Source: an optimization exercise on an open RTL-to-GDS flow (aim: small area and few clock cycles). Production flows keep margins and buffers that such runs may drop.
The RTL was checked by simulation tests, not by an equivalence proof against the original design.

**constraint.sdc**
```tcl
create_clock -name core_clock -period 8.0 [get_ports {clk}]
set_input_delay 1.6000 -clock core_clock [delete_from_list [all_inputs] [get_ports {clk}]]
set_output_delay 1.6000 -clock core_clock [all_outputs]
set_load 0.01 [all_outputs]
```
**flow/run.sh**
```bash
#!/bin/bash
# The standard layout (standard.sh: standard synthesis, floorplan, place, CTS, route),
# with one change: the buffers that buffer_ports puts on every input and output port are
# sky130_fd_sc_hd__buf_1 cells instead of the default sky130_fd_sc_hd__clkdlybuf4s50_1.
# The whole make output goes to standard_flow.log; ORFS keeps each step's log in orfs/logs.
set -euo pipefail
export BUFFER_PORTS_ARGS="-buffer_cell sky130_fd_sc_hd__buf_1"
bash standard.sh > standard_flow.log 2>&1
```
**config.mk**
```make
export PLATFORM = sky130hd
export DESIGN_NAME = ycbcrBlockTop
export DESIGN_NICKNAME = ycbcrBlockTop
export VERILOG_FILES = /design/flow/design.v
export SDC_FILE = /design/flow/constraint.sdc
export NUM_CORES = 4
export LEC_CHECK = 0
export CAP_MARGIN = 20
export CORE_MARGIN = 2
export CORE_UTILIZATION = 40
export CTS_BUF_LIST = sky130_fd_sc_hd__clkbuf_8
export CTS_CLUSTER_DIAMETER = 60
export CTS_CLUSTER_SIZE = 20
export SLEW_MARGIN = 20
export SYNTH_HIERARCHICAL = 1
export SYNTH_MINIMUM_KEEP_SIZE = 0
```
**design.v**
```verilog
package ycbcr_pkg;
    typedef union packed {
        logic [(8 * 8)-1:0]                 raw;
        logic [0:8-1][8-1:0]  lanes;
    } pixelWord_u;
endpackage
module ycc_fa (input logic a, b, c, output logic s, co);
    assign s  = a ^ b ^ c;
    assign co = (a & b) | (a & c) | (b & c);
endmodule
module ycc_ha (input logic a, b, output logic s, co);
    assign s  = a ^ b;
    assign co = a & b;
endmodule
module ycc_stA (
    input  logic [7:0] r,
    input  logic [7:0] g,
    input  logic [7:0] nb,
    output logic [8:0] d,
    output logic [8:0] e
);
    wire a1;
    wire a2;
    wire i_g_0;
    assign i_g_0 = ~g[0];
    assign a1 = ~(r[0] ^ i_g_0);
    assign a2 = r[0] | i_g_0;
    wire a3;
    wire a4;
    wire i_g_1;
    assign i_g_1 = ~g[1];
    ycc_fa ua3 (.a(r[1]), .b(i_g_1), .c(a2), .s(a3), .co(a4));
    wire a5;
    wire a6;
    wire i_g_2;
    assign i_g_2 = ~g[2];
    ycc_fa ua5 (.a(r[2]), .b(i_g_2), .c(a4), .s(a5), .co(a6));
    wire a7;
    wire a8;
    wire i_g_3;
    assign i_g_3 = ~g[3];
    ycc_fa ua7 (.a(r[3]), .b(i_g_3), .c(a6), .s(a7), .co(a8));
    wire a9;
    wire a10;
    wire i_g_4;
    assign i_g_4 = ~g[4];
    ycc_fa ua9 (.a(r[4]), .b(i_g_4), .c(a8), .s(a9), .co(a10));
    wire a11;
    wire a12;
    wire i_g_5;
    assign i_g_5 = ~g[5];
    ycc_fa ua11 (.a(r[5]), .b(i_g_5), .c(a10), .s(a11), .co(a12));
    wire a13;
    wire a14;
    wire i_g_6;
    assign i_g_6 = ~g[6];
    ycc_fa ua13 (.a(r[6]), .b(i_g_6), .c(a12), .s(a13), .co(a14));
    wire a15;
    wire a16;
    wire i_g_7;
    assign i_g_7 = ~g[7];
    ycc_fa ua15 (.a(r[7]), .b(i_g_7), .c(a14), .s(a15), .co(a16));
    wire a17;
    wire a18;
    assign a17 = ~(g[0] ^ nb[0]);
    assign a18 = g[0] | nb[0];
    wire a19;
    wire a20;
    ycc_fa ua19 (.a(g[1]), .b(nb[1]), .c(a18), .s(a19), .co(a20));
    wire a21;
    wire a22;
    ycc_fa ua21 (.a(g[2]), .b(nb[2]), .c(a20), .s(a21), .co(a22));
    wire a23;
    wire a24;
    ycc_fa ua23 (.a(g[3]), .b(nb[3]), .c(a22), .s(a23), .co(a24));
    wire a25;
    wire a26;
    ycc_fa ua25 (.a(g[4]), .b(nb[4]), .c(a24), .s(a25), .co(a26));
    wire a27;
    wire a28;
    ycc_fa ua27 (.a(g[5]), .b(nb[5]), .c(a26), .s(a27), .co(a28));
    wire a29;
    wire a30;
    ycc_fa ua29 (.a(g[6]), .b(nb[6]), .c(a28), .s(a29), .co(a30));
    wire a31;
    wire a32;
    ycc_fa ua31 (.a(g[7]), .b(nb[7]), .c(a30), .s(a31), .co(a32));
    wire i_a16;
    assign i_a16 = ~a16;
    wire i_a32;
    assign i_a32 = ~a32;
    assign d[0] = a1;
    assign d[1] = a3;
    assign d[2] = a5;
    assign d[3] = a7;
    assign d[4] = a9;
    assign d[5] = a11;
    assign d[6] = a13;
    assign d[7] = a15;
    assign d[8] = i_a16;
    assign e[0] = a17;
    assign e[1] = a19;
    assign e[2] = a21;
    assign e[3] = a23;
    assign e[4] = a25;
    assign e[5] = a27;
    assign e[6] = a29;
    assign e[7] = a31;
    assign e[8] = i_a32;
endmodule
module ycc_stB (
    input  logic [8:0] d,
    input  logic [8:0] e,
    input  logic [7:0] g,
    output logic [7:0] y,
    output logic [8:0] cb,
    output logic [8:0] cr
);
    wire b1;
    wire b2;
    wire i_e_0;
    assign i_e_0 = ~e[0];
    assign b1 = ~(d[0] ^ i_e_0);
    assign b2 = d[0] | i_e_0;
    wire b3;
    wire b4;
    wire i_e_1;
    assign i_e_1 = ~e[1];
    ycc_fa ub3 (.a(d[1]), .b(i_e_1), .c(b2), .s(b3), .co(b4));
    wire b5;
    wire b6;
    wire i_d_0;
    assign i_d_0 = ~d[0];
    ycc_fa ub5 (.a(i_d_0), .b(d[2]), .c(e[0]), .s(b5), .co(b6));
    wire b7;
    wire b8;
    wire i_e_2;
    assign i_e_2 = ~e[2];
    ycc_fa ub7 (.a(i_e_2), .b(b5), .c(b4), .s(b7), .co(b8));
    wire b9;
    wire b10;
    ycc_fa ub9 (.a(d[3]), .b(e[1]), .c(b6), .s(b9), .co(b10));
    wire b11;
    wire b12;
    ycc_fa ub11 (.a(b9), .b(b8), .c(b7), .s(b11), .co(b12));
    wire b13;
    wire b14;
    wire i_b11;
    assign i_b11 = ~b11;
    ycc_fa ub13 (.a(d[1]), .b(e[3]), .c(i_b11), .s(b13), .co(b14));
    wire b15;
    wire b16;
    ycc_fa ub15 (.a(d[0]), .b(d[4]), .c(e[2]), .s(b15), .co(b16));
    wire b17;
    wire b18;
    wire i_b15;
    assign i_b15 = ~b15;
    ycc_fa ub17 (.a(d[2]), .b(e[4]), .c(i_b15), .s(b17), .co(b18));
    wire b19;
    wire b20;
    wire i_b17;
    assign i_b17 = ~b17;
    ycc_fa ub19 (.a(b10), .b(i_b17), .c(b12), .s(b19), .co(b20));
    wire b21;
    wire b22;
    wire i_b14;
    assign i_b14 = ~b14;
    ycc_ha ub21 (.a(i_b14), .b(b19), .s(b21), .co(b22));
    wire b23;
    wire b24;
    ycc_fa ub23 (.a(d[1]), .b(d[5]), .c(e[3]), .s(b23), .co(b24));
    wire b25;
    wire b26;
    ycc_fa ub25 (.a(d[3]), .b(e[0]), .c(e[5]), .s(b25), .co(b26));
    wire b27;
    wire b28;
    wire i_b25;
    assign i_b25 = ~b25;
    ycc_fa ub27 (.a(b16), .b(b23), .c(i_b25), .s(b27), .co(b28));
    wire b29;
    wire b30;
    ycc_fa ub29 (.a(b27), .b(b20), .c(b22), .s(b29), .co(b30));
    wire b31;
    wire b32;
    wire i_b18;
    assign i_b18 = ~b18;
    assign b31 = ~(i_b18 ^ b29);
    assign b32 = i_b18 | b29;
    wire b33;
    wire b34;
    ycc_fa ub33 (.a(d[0]), .b(d[2]), .c(d[6]), .s(b33), .co(b34));
    wire b35;
    wire b36;
    ycc_fa ub35 (.a(d[4]), .b(e[1]), .c(e[6]), .s(b35), .co(b36));
    wire b37;
    wire b38;
    ycc_fa ub37 (.a(e[4]), .b(b24), .c(b33), .s(b37), .co(b38));
    wire b39;
    wire b40;
    wire i_b28;
    assign i_b28 = ~b28;
    ycc_fa ub39 (.a(b26), .b(b35), .c(i_b28), .s(b39), .co(b40));
    wire b41;
    wire b42;
    ycc_fa ub41 (.a(b37), .b(b30), .c(b32), .s(b41), .co(b42));
    wire b43;
    wire b44;
    wire i_b39;
    assign i_b39 = ~b39;
    ycc_ha ub43 (.a(i_b39), .b(b41), .s(b43), .co(b44));
    wire b45;
    wire b46;
    ycc_fa ub45 (.a(d[1]), .b(d[3]), .c(d[7]), .s(b45), .co(b46));
    wire b47;
    wire b48;
    ycc_fa ub47 (.a(d[5]), .b(e[2]), .c(e[7]), .s(b47), .co(b48));
    wire b49;
    wire b50;
    ycc_fa ub49 (.a(e[5]), .b(b34), .c(b45), .s(b49), .co(b50));
    wire b51;
    wire b52;
    ycc_fa ub51 (.a(b36), .b(b47), .c(b40), .s(b51), .co(b52));
    wire b53;
    wire b54;
    wire i_b51;
    assign i_b51 = ~b51;
    ycc_fa ub53 (.a(b38), .b(b49), .c(i_b51), .s(b53), .co(b54));
    wire b55;
    wire b56;
    ycc_fa ub55 (.a(b53), .b(b42), .c(b44), .s(b55), .co(b56));
    wire b57;
    wire b58;
    ycc_fa ub57 (.a(g[0]), .b(d[2]), .c(d[4]), .s(b57), .co(b58));
    wire b59;
    wire b60;
    ycc_fa ub59 (.a(d[6]), .b(d[8]), .c(e[3]), .s(b59), .co(b60));
    wire b61;
    wire b62;
    ycc_fa ub61 (.a(e[6]), .b(e[8]), .c(b46), .s(b61), .co(b62));
    wire b63;
    wire b64;
    ycc_fa ub63 (.a(b57), .b(b50), .c(b61), .s(b63), .co(b64));
    wire b65;
    wire b66;
    ycc_fa ub65 (.a(b48), .b(b59), .c(b52), .s(b65), .co(b66));
    wire b67;
    wire b68;
    wire i_b65;
    assign i_b65 = ~b65;
    ycc_fa ub67 (.a(b63), .b(b54), .c(i_b65), .s(b67), .co(b68));
    wire b69;
    wire b70;
    ycc_fa ub69 (.a(b67), .b(b56), .c(b55), .s(b69), .co(b70));
    wire b71;
    wire b72;
    ycc_fa ub71 (.a(g[1]), .b(d[3]), .c(d[5]), .s(b71), .co(b72));
    wire b73;
    wire b74;
    ycc_fa ub73 (.a(d[7]), .b(e[4]), .c(b60), .s(b73), .co(b74));
    wire b75;
    wire b76;
    ycc_fa ub75 (.a(e[7]), .b(b58), .c(b71), .s(b75), .co(b76));
    wire b77;
    wire b78;
    ycc_fa ub77 (.a(b62), .b(b75), .c(b64), .s(b77), .co(b78));
    wire b79;
    wire b80;
    wire i_b77;
    assign i_b77 = ~b77;
    ycc_fa ub79 (.a(b73), .b(i_b77), .c(b66), .s(b79), .co(b80));
    wire b81;
    wire b82;
    wire i_b79;
    assign i_b79 = ~b79;
    ycc_fa ub81 (.a(b68), .b(i_b79), .c(b70), .s(b81), .co(b82));
    wire b83;
    wire b84;
    ycc_fa ub83 (.a(g[2]), .b(d[4]), .c(d[6]), .s(b83), .co(b84));
    wire b85;
    wire b86;
    ycc_fa ub85 (.a(d[8]), .b(b72), .c(b83), .s(b85), .co(b86));
    wire b87;
    wire b88;
    ycc_fa ub87 (.a(e[5]), .b(e[8]), .c(b74), .s(b87), .co(b88));
    wire b89;
    wire b90;
    ycc_fa ub89 (.a(b76), .b(b85), .c(b78), .s(b89), .co(b90));
    wire b91;
    wire b92;
    wire i_b89;
    assign i_b89 = ~b89;
    ycc_fa ub91 (.a(b87), .b(i_b89), .c(b80), .s(b91), .co(b92));
    wire b93;
    wire b94;
    wire i_b91;
    assign i_b91 = ~b91;
    ycc_fa ub93 (.a(i_b91), .b(b82), .c(b81), .s(b93), .co(b94));
    wire b95;
    wire b96;
    ycc_fa ub95 (.a(g[3]), .b(d[5]), .c(d[7]), .s(b95), .co(b96));
    wire b97;
    wire b98;
    ycc_fa ub97 (.a(b84), .b(b95), .c(b86), .s(b97), .co(b98));
    wire b99;
    wire b100;
    wire i_b97;
    assign i_b97 = ~b97;
    ycc_fa ub99 (.a(e[6]), .b(b88), .c(i_b97), .s(b99), .co(b100));
    wire b101;
    wire b102;
    wire i_b90;
    assign i_b90 = ~b90;
    ycc_fa ub101 (.a(b99), .b(i_b90), .c(b92), .s(b101), .co(b102));
    wire b103;
    wire b104;
    wire i_b101;
    assign i_b101 = ~b101;
    ycc_fa ub103 (.a(i_b101), .b(b94), .c(b93), .s(b103), .co(b104));
    wire b105;
    wire b106;
    ycc_fa ub105 (.a(g[4]), .b(d[6]), .c(b96), .s(b105), .co(b106));
    wire b107;
    wire b108;
    wire i_b105;
    assign i_b105 = ~b105;
    ycc_fa ub107 (.a(d[8]), .b(e[7]), .c(i_b105), .s(b107), .co(b108));
    wire b109;
    wire b110;
    wire i_b98;
    assign i_b98 = ~b98;
    ycc_fa ub109 (.a(i_b98), .b(b107), .c(b100), .s(b109), .co(b110));
    wire b111;
    wire b112;
    wire i_b104;
    assign i_b104 = ~b104;
    ycc_fa ub111 (.a(b109), .b(b102), .c(i_b104), .s(b111), .co(b112));
    wire b113;
    wire b114;
    ycc_fa ub113 (.a(g[5]), .b(d[7]), .c(e[8]), .s(b113), .co(b114));
    wire b115;
    wire b116;
    wire i_b108;
    assign i_b108 = ~b108;
    ycc_fa ub115 (.a(b113), .b(b106), .c(i_b108), .s(b115), .co(b116));
    wire b117;
    wire b118;
    wire i_b115;
    assign i_b115 = ~b115;
    ycc_fa ub117 (.a(i_b115), .b(b110), .c(b112), .s(b117), .co(b118));
    wire b119;
    wire b120;
    wire i_d_8;
    assign i_d_8 = ~d[8];
    ycc_fa ub119 (.a(g[6]), .b(i_d_8), .c(b114), .s(b119), .co(b120));
    wire b121;
    wire b122;
    wire i_b118;
    assign i_b118 = ~b118;
    ycc_fa ub121 (.a(b119), .b(b116), .c(i_b118), .s(b121), .co(b122));
    wire b123;
    wire b124;
    ycc_fa ub123 (.a(g[7]), .b(b120), .c(b122), .s(b123), .co(b124));
    wire b125;
    wire b126;
    assign b125 = d[2] ^ d[0];
    assign b126 = ~(d[2] | d[0]);
    wire b127;
    wire b128;
    ycc_fa ub127 (.a(d[0]), .b(d[2]), .c(d[3]), .s(b127), .co(b128));
    wire b129;
    wire b130;
    wire i_b126;
    assign i_b126 = ~b126;
    ycc_fa ub129 (.a(d[1]), .b(i_b126), .c(b127), .s(b129), .co(b130));
    wire b131;
    wire b132;
    ycc_fa ub131 (.a(d[1]), .b(d[3]), .c(d[4]), .s(b131), .co(b132));
    wire b133;
    wire b134;
    ycc_fa ub133 (.a(b128), .b(b131), .c(b130), .s(b133), .co(b134));
    wire b135;
    wire b136;
    assign b135 = b129 ^ b133;
    assign b136 = ~(b129 | b133);
    wire b137;
    wire b138;
    ycc_fa ub137 (.a(d[0]), .b(d[2]), .c(d[4]), .s(b137), .co(b138));
    wire b139;
    wire b140;
    ycc_fa ub139 (.a(d[5]), .b(b132), .c(b137), .s(b139), .co(b140));
    wire b141;
    wire b142;
    wire i_b136;
    assign i_b136 = ~b136;
    ycc_fa ub141 (.a(b139), .b(b134), .c(i_b136), .s(b141), .co(b142));
    wire b143;
    wire b144;
    ycc_fa ub143 (.a(d[1]), .b(d[3]), .c(d[5]), .s(b143), .co(b144));
    wire b145;
    wire b146;
    ycc_fa ub145 (.a(d[6]), .b(b138), .c(b143), .s(b145), .co(b146));
    wire b147;
    wire b148;
    ycc_fa ub147 (.a(b140), .b(b145), .c(b142), .s(b147), .co(b148));
    wire b149;
    wire b150;
    assign b149 = b141 ^ b147;
    assign b150 = ~(b141 | b147);
    wire b151;
    wire b152;
    ycc_fa ub151 (.a(d[2]), .b(d[4]), .c(d[6]), .s(b151), .co(b152));
    wire b153;
    wire b154;
    ycc_fa ub153 (.a(d[7]), .b(e[0]), .c(b144), .s(b153), .co(b154));
    wire b155;
    wire b156;
    ycc_fa ub155 (.a(b151), .b(b146), .c(b153), .s(b155), .co(b156));
    wire b157;
    wire b158;
    wire i_b150;
    assign i_b150 = ~b150;
    ycc_fa ub157 (.a(b155), .b(b148), .c(i_b150), .s(b157), .co(b158));
    wire b159;
    wire b160;
    ycc_fa ub159 (.a(d[3]), .b(d[5]), .c(d[7]), .s(b159), .co(b160));
    wire b161;
    wire b162;
    ycc_fa ub161 (.a(e[1]), .b(b152), .c(b159), .s(b161), .co(b162));
    wire b163;
    wire b164;
    ycc_fa ub163 (.a(b154), .b(b161), .c(b156), .s(b163), .co(b164));
    wire b165;
    wire b166;
    ycc_fa ub165 (.a(i_d_8), .b(b163), .c(b158), .s(b165), .co(b166));
    wire b167;
    wire b168;
    ycc_fa ub167 (.a(d[4]), .b(d[6]), .c(e[2]), .s(b167), .co(b168));
    wire b169;
    wire b170;
    ycc_fa ub169 (.a(b160), .b(b167), .c(b162), .s(b169), .co(b170));
    wire b171;
    wire b172;
    ycc_fa ub171 (.a(i_d_8), .b(b169), .c(b164), .s(b171), .co(b172));
    wire b173;
    wire b174;
    wire i_b171;
    assign i_b171 = ~b171;
    wire i_b166;
    assign i_b166 = ~b166;
    assign b173 = ~(i_b171 ^ i_b166);
    assign b174 = i_b171 | i_b166;
    wire b175;
    wire b176;
    ycc_fa ub175 (.a(d[5]), .b(d[7]), .c(e[3]), .s(b175), .co(b176));
    wire b177;
    wire b178;
    ycc_fa ub177 (.a(b168), .b(b175), .c(b170), .s(b177), .co(b178));
    wire b179;
    wire b180;
    wire i_b174;
    assign i_b174 = ~b174;
    ycc_fa ub179 (.a(b177), .b(b172), .c(i_b174), .s(b179), .co(b180));
    wire b181;
    wire b182;
    ycc_fa ub181 (.a(d[6]), .b(e[4]), .c(b176), .s(b181), .co(b182));
    wire b183;
    wire b184;
    ycc_fa ub183 (.a(i_d_8), .b(b181), .c(b178), .s(b183), .co(b184));
    wire b185;
    wire b186;
    ycc_fa ub185 (.a(b183), .b(b180), .c(b179), .s(b185), .co(b186));
    wire b187;
    wire b188;
    ycc_fa ub187 (.a(d[7]), .b(e[5]), .c(b182), .s(b187), .co(b188));
    wire b189;
    wire b190;
    ycc_fa ub189 (.a(b187), .b(b184), .c(b186), .s(b189), .co(b190));
    wire b191;
    wire b192;
    ycc_fa ub191 (.a(i_d_8), .b(e[6]), .c(b188), .s(b191), .co(b192));
    wire b193;
    wire b194;
    ycc_fa ub193 (.a(b191), .b(b190), .c(b189), .s(b193), .co(b194));
    wire b195;
    wire b196;
    ycc_fa ub195 (.a(e[7]), .b(b192), .c(b194), .s(b195), .co(b196));
    wire b197;
    wire b198;
    wire i_e_8;
    assign i_e_8 = ~e[8];
    ycc_fa ub197 (.a(i_e_8), .b(b196), .c(b195), .s(b197), .co(b198));
    wire b199;
    wire b200;
    wire i_b198;
    assign i_b198 = ~b198;
    wire i_b197;
    assign i_b197 = ~b197;
    assign b199 = ~(i_b198 ^ i_b197);
    assign b200 = i_b198 | i_b197;
    wire b201;
    wire b202;
    ycc_fa ub201 (.a(e[0]), .b(e[2]), .c(e[4]), .s(b201), .co(b202));
    wire b203;
    wire b204;
    ycc_fa ub203 (.a(e[1]), .b(e[3]), .c(e[5]), .s(b203), .co(b204));
    wire b205;
    wire b206;
    ycc_fa ub205 (.a(e[2]), .b(e[4]), .c(e[6]), .s(b205), .co(b206));
    wire b207;
    wire b208;
    ycc_fa ub207 (.a(d[0]), .b(e[3]), .c(e[5]), .s(b207), .co(b208));
    wire b209;
    wire b210;
    ycc_fa ub209 (.a(e[7]), .b(b206), .c(b207), .s(b209), .co(b210));
    wire b211;
    wire b212;
    ycc_fa ub211 (.a(d[1]), .b(e[4]), .c(e[6]), .s(b211), .co(b212));
    wire b213;
    wire b214;
    ycc_fa ub213 (.a(b208), .b(b211), .c(b210), .s(b213), .co(b214));
    wire b215;
    wire b216;
    assign b215 = ~(i_e_8 ^ b213);
    assign b216 = i_e_8 | b213;
    wire b217;
    wire b218;
    ycc_fa ub217 (.a(d[2]), .b(e[5]), .c(e[7]), .s(b217), .co(b218));
    wire b219;
    wire b220;
    ycc_fa ub219 (.a(b212), .b(b217), .c(b214), .s(b219), .co(b220));
    wire b221;
    wire b222;
    assign b221 = ~(b216 ^ b219);
    assign b222 = b216 | b219;
    wire b223;
    wire b224;
    ycc_fa ub223 (.a(d[3]), .b(e[6]), .c(b218), .s(b223), .co(b224));
    wire b225;
    wire b226;
    ycc_fa ub225 (.a(b223), .b(b220), .c(b222), .s(b225), .co(b226));
    wire b227;
    wire b228;
    ycc_fa ub227 (.a(d[4]), .b(e[7]), .c(b224), .s(b227), .co(b228));
    wire b229;
    wire b230;
    assign b229 = ~(b227 ^ b226);
    assign b230 = b227 | b226;
    wire b231;
    wire b232;
    ycc_fa ub231 (.a(d[5]), .b(i_e_8), .c(b228), .s(b231), .co(b232));
    wire b233;
    wire b234;
    assign b233 = ~(d[6] ^ b232);
    assign b234 = d[6] | b232;
    wire b235;
    wire b236;
    assign b235 = ~(d[7] ^ b234);
    assign b236 = d[7] | b234;
    wire b237;
    wire b238;
    assign b237 = ~(i_d_8 ^ b236);
    assign b238 = i_d_8 | b236;
    wire [16:0] b239 = {b238, b237, b235, b233, b231, b229, i_e_8, b221, b215, b209, b204, b202, b201, e[1], e[0], e[1], e[0]};
    wire [16:0] b240 = {1'b1, 1'b0, 1'b0, 1'b0, b230, 1'b0, b225, 1'b0, 1'b0, 1'b1, b205, b203, 1'b0, e[3], e[2], 1'b0, 1'b0};
    wire [16:0] b241 = b239 + b240;
    wire i_b81;
    assign i_b81 = ~b81;
    wire i_b93;
    assign i_b93 = ~b93;
    wire i_b111;
    assign i_b111 = ~b111;
    wire i_b117;
    assign i_b117 = ~b117;
    wire i_b123;
    assign i_b123 = ~b123;
    wire i_b165;
    assign i_b165 = ~b165;
    wire i_b185;
    assign i_b185 = ~b185;
    wire i_b193;
    assign i_b193 = ~b193;
    assign y[0] = b69;
    assign y[1] = i_b81;
    assign y[2] = i_b93;
    assign y[3] = b103;
    assign y[4] = i_b111;
    assign y[5] = i_b117;
    assign y[6] = b121;
    assign y[7] = i_b123;
    assign cb[0] = i_b165;
    assign cb[1] = b173;
    assign cb[2] = b179;
    assign cb[3] = i_b185;
    assign cb[4] = b189;
    assign cb[5] = i_b193;
    assign cb[6] = b195;
    assign cb[7] = b197;
    assign cb[8] = b199;
    assign cr[0] = b241[8];
    assign cr[1] = b241[9];
    assign cr[2] = b241[10];
    assign cr[3] = b241[11];
    assign cr[4] = b241[12];
    assign cr[5] = b241[13];
    assign cr[6] = b241[14];
    assign cr[7] = b241[15];
    assign cr[8] = b241[16];
endmodule
module ycbcrBlockTop (
    input  logic        clk,
    input  logic        rst_n,
    input  logic        enable,
    input  logic [63:0] rdData,
    output logic [10:0] rdAddr,
    output logic [10:0] wrAddr,
    output logic [63:0] wrData,
    output logic        wen,
    output logic        valid
);
    localparam logic [5:0] LastT = 6'd52;
    logic [5:0] t;
    logic [1:0] ph;      
    wire idle  = (t == 6'd0) | (t == LastT);
    wire start = enable & idle;
    always_ff @(posedge clk) begin
        if (!rst_n) begin
            t  <= 6'd0;
            ph <= 2'd0;
        end else if (start) begin
            t  <= 6'd1;
            ph <= 2'd1;
        end else if (idle) begin
            t  <= 6'd0;
            ph <= 2'd0;
        end else begin
            t  <= t + 6'd1;
            ph <= (ph == 2'd2) ? 2'd0 : ph + 2'd1;
        end
    end
    assign rdAddr = {5'd0, (t[5] & t[4]) ? 6'd0 : t};
    assign wrAddr = {5'd0, t - ((ph == 2'd2) ? 6'd3 : 6'd6)};
    assign wen    = (t < 6'd5);
    assign valid  = (t == LastT);
    logic [63:0] s0, s1;
    logic [31:0] s2h;
    always_ff @(posedge clk) begin
        s0  <= rdData;
        s1  <= s0;
        s2h <= s1[31:0];
    end
    wire selLo = (ph == 2'd0);
    logic [31:0] yU, cbU, crU;
    for (genvar j = 0; j < 4; j++) begin : gU
        logic [7:0] r, g, nb;
        logic [8:0] d, e, dP, eP, cb9, cr9;
        logic [7:0] gP, y;
        assign r = selLo ? s1[63 - 8 * j -: 8]     : s2h[31 - 8 * j -: 8];
        assign g = selLo ? s0[63 - 8 * j -: 8]     : s1[31 - 8 * j -: 8];
        assign nb = ~(selLo ? rdData[63 - 8 * j -: 8] : s0[31 - 8 * j -: 8]);
        ycc_stA uA (.r(r), .g(g), .nb(nb), .d(d), .e(e));
        always_ff @(posedge clk) begin
            dP <= d;
            eP <= e;
            gP <= g;
        end
        ycc_stB uB (.d(dP), .e(eP), .g(gP), .y(y), .cb(cb9), .cr(cr9));
        assign yU[31 - 8 * j -: 8]  = y;
        assign cbU[31 - 8 * j -: 8] = cb9[7:0] | {8{cb9[8]}};
        assign crU[31 - 8 * j -: 8] = cr9[7:0] | {8{cr9[8]}};
    end
    logic [31:0] l1, l2, c3, h1;
    always_ff @(posedge clk) begin
        if (ph == 2'd1) begin
            l1 <= crU;
            l2 <= yU;
        end else begin
            l1 <= l2;
            l2 <= c3;
        end
        c3 <= cbU;
        h1 <= (ph == 2'd2) ? yU : c3;
    end
    assign wrData = {l1, (ph == 2'd2) ? crU : h1};
endmodule
```
**standard.sh**
```bash
#!/bin/bash
# synth_recipe.tcl (not shown) runs the flow's synth.tcl, then flattens the netlist and writes it again
# the make line also repeats each setting of config.mk as NAME=value (left out here)
make -C /OpenROAD-flow-scripts/flow DESIGN_CONFIG=/design/flow/config.mk WORK_HOME=/design/flow/orfs CLKGATE_MAP_FILE= SYNTH_SCRIPT=/design/flow/synth_recipe.tcl "${@:-finish}"
```
==> summary.md <==
| Metric | Value |
|---|---|
| Status | complete, no violations |
| Largest net degree at the start of global routing | between 50 and 60 |
| Primary FF master, synth | dfxtp_1 |
| Setup crit end kind | flip-flop |
| Worst Max-Slew Pin Slew | just under 900 ps |
| DRT iter0 DRCs | just over 600 |
| Hold Path Cell Cnt | 0 |
| Setup TNS | 0 ps |
| Startpoint Class | flip-flop |
| Max Buffers Root-to-Sink | 3 |
| Post-synthesis async set-or-reset flop share | 0 |
| TritonCTS clock tree | yes |
| RSZ-0062 raised after global routing | true |
| Hold WC Path Type | reg2reg |
| Max-cap viol count | 0 |
| Port bufs | about 140 |
| Via density | about 4.5 |
| Max Fanout on Critical Path | 3 |
| Period utilization | 0.9673 |
| Io pins | 155 |
| Total grt overflow | 0 |
| Critical Path RT | around 8500 ps |
| EDFF count, synth | 0 |
| Core Box Area | 61710 sq um |
| Syn Inst Count | 1968 |
| Critical path class | reg2reg |
| Row cnt | 91 |
| DIE WIDTH | between 200 and 300 um |
| Total number of vias | roughly 13k |
| Slowest CP cell | fa_1 |
| HPWL Detailed | 39170 um |
| Final setup viols | 0 |
| Post-route ant nets | 0 |
| Hold Violations, Final | 0 |
| Slowest stage delay, CP | 560 ps |
| R2R depth | 25 |
| Util after Layout | 0.4324 |
| Crit path max-delay family | adder cells |
| Share of cells above drive strength 1 | 0.1771 |
| First-pass GRT wire length | 78740 um |
| Synthesized area per cell | around 13 sq um |
| Area grow syn2layout | 6.923% |
| Worst-skew pair later-pin latency | about 630 ps |
| Worst slew margin | 0.4226 |
| Starting Density | 0.4044 |
| Clock period minus worst slack | roughly 7700 ps |
| Maximum clock frequency | between 100 and 150 MHz |
| Yosys cell types | 45 |
| Clock sinks | 400 |
| WL/cell | roughly 17 um |
| GR Util All Layers | 0.1586 |
| Post-CTS Hold Buffers | 0 |
| Synth Cell Area | 24960 sq um |
| Buf+Inv Stages, Crit Path | 6 |
| Die ar. | about 64000 sq um |
| Max Clock Skew | between 20 and 25 ps |
| Number of global-route vias before repair | around 15k |
| DR DRC count | 0 |
| Final net count | 2633 |
| Drt pass-1 iters | 4 |
| Critical Path Most Common Cell | fa_1 |
| Die height | 253.8 um |
| Syn. warnings | 7 |
| Arr. time, crit path | a little over 8000 ps |
| Initial antenna violation count | 3 |
| CTS root buf | clkbuf_8 |
| Flop2flop setup slack | roughly 260 ps |
| Final slew viol count | 0 |
| Total CTS buffers | 38 |
| Critical path depth in cells | 25 |
| Post-synthesis sequential area ratio | 0.3208 |
| RePlAce Congestion | approximately 0.87 |
| Htree depth | 2 |
| Drt total wl | about 48000 um |
| #FFs+latches synth | 400 |
| Clock slew at reported path FFs | 110 ps |
==> per-module statistics from Yosys (local to each module, per instance) <==
| module | flops+latches | cell area [sq um] | copies in the design |
|---|---|---|---|
| ycbcrBlockTop | 400 | 11430 | 1 |
| ycc_fa | 0 | 20.02 | 472 |
| ycc_ha | 0 | 12.51 | 8 |
| ycc_stA | 0 | 220.2 | 4 |
| ycc_stB | 0 | 775.7 | 4 |
==> cell type report <==
| class | count | area (sq um) |
|---|---|---|
| multi-input combinational | 1132 | 14770 |
| antenna | 1 | 2.502 |
| clock buffer | 40 | 550.5 |
| sequential | 400 | 8024 |
| fill | 5780 | 35020 |
| inverter | 254 | 953.4 |
| clock inverter | 28 | 407.9 |
| timing repair buffer | 196 | 930.9 |
| tap | 837 | 1047 |
==> worst register-to-register path, stage by stage, from the launching register on <==
cell and delay, ps:
dfxtp_2 360, inv_1 70, fa_1 560, fa_1 430, fa_1 490, inv_1 50, fa_1 350, inv_1 60
ha_1 160, fa_1 410, nand2b_1 160, fa_1 440, ha_1 210, fa_1 480, fa_2 380, fa_1 520
fa_1 550, fa_1 380, inv_1 70, fa_1 170, fa_1 160, inv_1 50, fa_2 330, fa_1 490
inv_1 50, mux2_2 260
==> metrics by stage <==
stage | instance area [sq um] | instances | hold slack, ps | setup slack [ps]
after floorplan | 24990 | 1977 | 325.7 | 185.9
after global placement | 25630 | 2816 | 328.7 | 200.1
after detailed placement | 25630 | 2816 | 332.9 | 115.8
after CTS | 26580 | 2884 | 326.4 | 49.05
after global routing | 26690 | 2888 | 325.7 | -32.96
final | 26690 | 2888 | 333.6 | 261.5
==> kinds of logic after synthesis <==
logic type / count (synthesis) / synth area share
muxes: 160 / 0.07058
buffers and inverters: 445 / 0.09239
DFF: 400 / 0.3208
and+or+nand+nor: 247 / 0.05244
other: 1 / 0.0001502
xor gates and xnor gates: 34 / 0.01193
AOI/OAI and AO/OA: 137 / 0.03700
adders and majority gates: 544 / 0.4147
==> worst paths after layout <==
kind,to,startpoint
hold / removal,s1[19]$_DFF_P_,s0[19]$_DFF_P_
setup / recovery,l2[7]$_DFF_P_,gU[3].dP[0]$_DFF_P_
setup reg to reg,l2[7]$_DFF_P_,gU[3].dP[0]$_DFF_P_
hold reg to reg,s1[19]$_DFF_P_,s0[19]$_DFF_P_
==> Yosys cell counts, types with 21 or more instances <==
master	instances	area, sq um
ha_1	72	900.9
xnor2_1	21	183.9
or2_2	48	300.3
fa_1	472	9449
buf_4	160	1201
mux2i_1	32	320.3
a21oi_1	69	345.3
mux2_2	128	1441
inv_1	254	953.4
dfxtp_1	400	8008
buf_2	22	110.1
nor2_1	118	442.9
==> placed cells by master, fill, tap and decap left out, drive strengths merged, types with 4 or more instances in the layout <==
| cell | count |
|---|---|
| a211oi | 9 |
| a21boi | 5 |
| a21oi | 73 |
| a221oi | 4 |
| a31oi | 9 |
| buf | 196 |
| clkbuf | 40 |
| clkinv | 4 |
| conb | 10 |
| dfxtp | 400 |
| fa | 472 |
| ha | 72 |
| inv | 272 |
| mux2 | 128 |
| mux2i | 32 |
| nand2 | 7 |
| nand2b | 9 |
| nand3 | 21 |
| nand4b | 4 |
| nor2 | 118 |
| nor2b | 12 |
| nor3 | 14 |
| nor3b | 6 |
| o211a | 4 |
| o21a | 4 |
| o21ai | 21 |
| o22ai | 4 |
| o2bb2ai | 4 |
| or2 | 48 |
| or3 | 4 |
| xnor2 | 21 |
| xor2 | 13 |
==> flip-flops by register name, summed over array words and instances, names as in the netlist, 6 cells and up <==
name,count
gU.eP,36
l2,32
gU.gP,32
h1,32
gU.dP,36
c3,32
l1,32
s2h,32
t,6
s0,64
s1,64
==> layer usage <==
layer  up-vias  GRT usage  wire, um
met5         -          0         0
met4         0    0.04487      1173
met3        70    0.03032      2669
met2       239     0.2675     23500
met1      6708     0.2083     20740
li1       6066          -         -
==> what timing repair did <==
| item | CTS | global route |
|---|---|---|
| endpoints found under the hold margin | 0 | 0 |
| resized for setup | 0 | 28 |
| buffers inserted | 0 | 3 |
| setup endpoints to repair | 0 | 35 |
Testbench counts, summed over its fixed seeds: cycles 3,336.

[static timing again, ports no longer ideal]
No port has a modelled driver above. Below, the same layout with a new extraction and two added sets of constraints.
Step 1: set_driving_cell puts a clkbuf_16 on clk and a buf_2 on each other input, an assumption about the parent block.
Step 2 moves the port delays by t, midway between the first and last clock arrival at a register: inputs arrive t later, outputs are due t later. That takes back most of the time a late clock gives input paths.
Three values: ideal ports, drivers, drivers and shift; two values: the first two.
shift t [ns]: 0.670
setup WS [ns]: 0.261 / 0.261 / 0.261
hold WS [ns]: 0.334 / 0.334 / 0.334
After both steps setup and hold are still met in this run. The setup slack of this run moves by 0.000 ns with the drivers and by 0.000 ns with both steps.
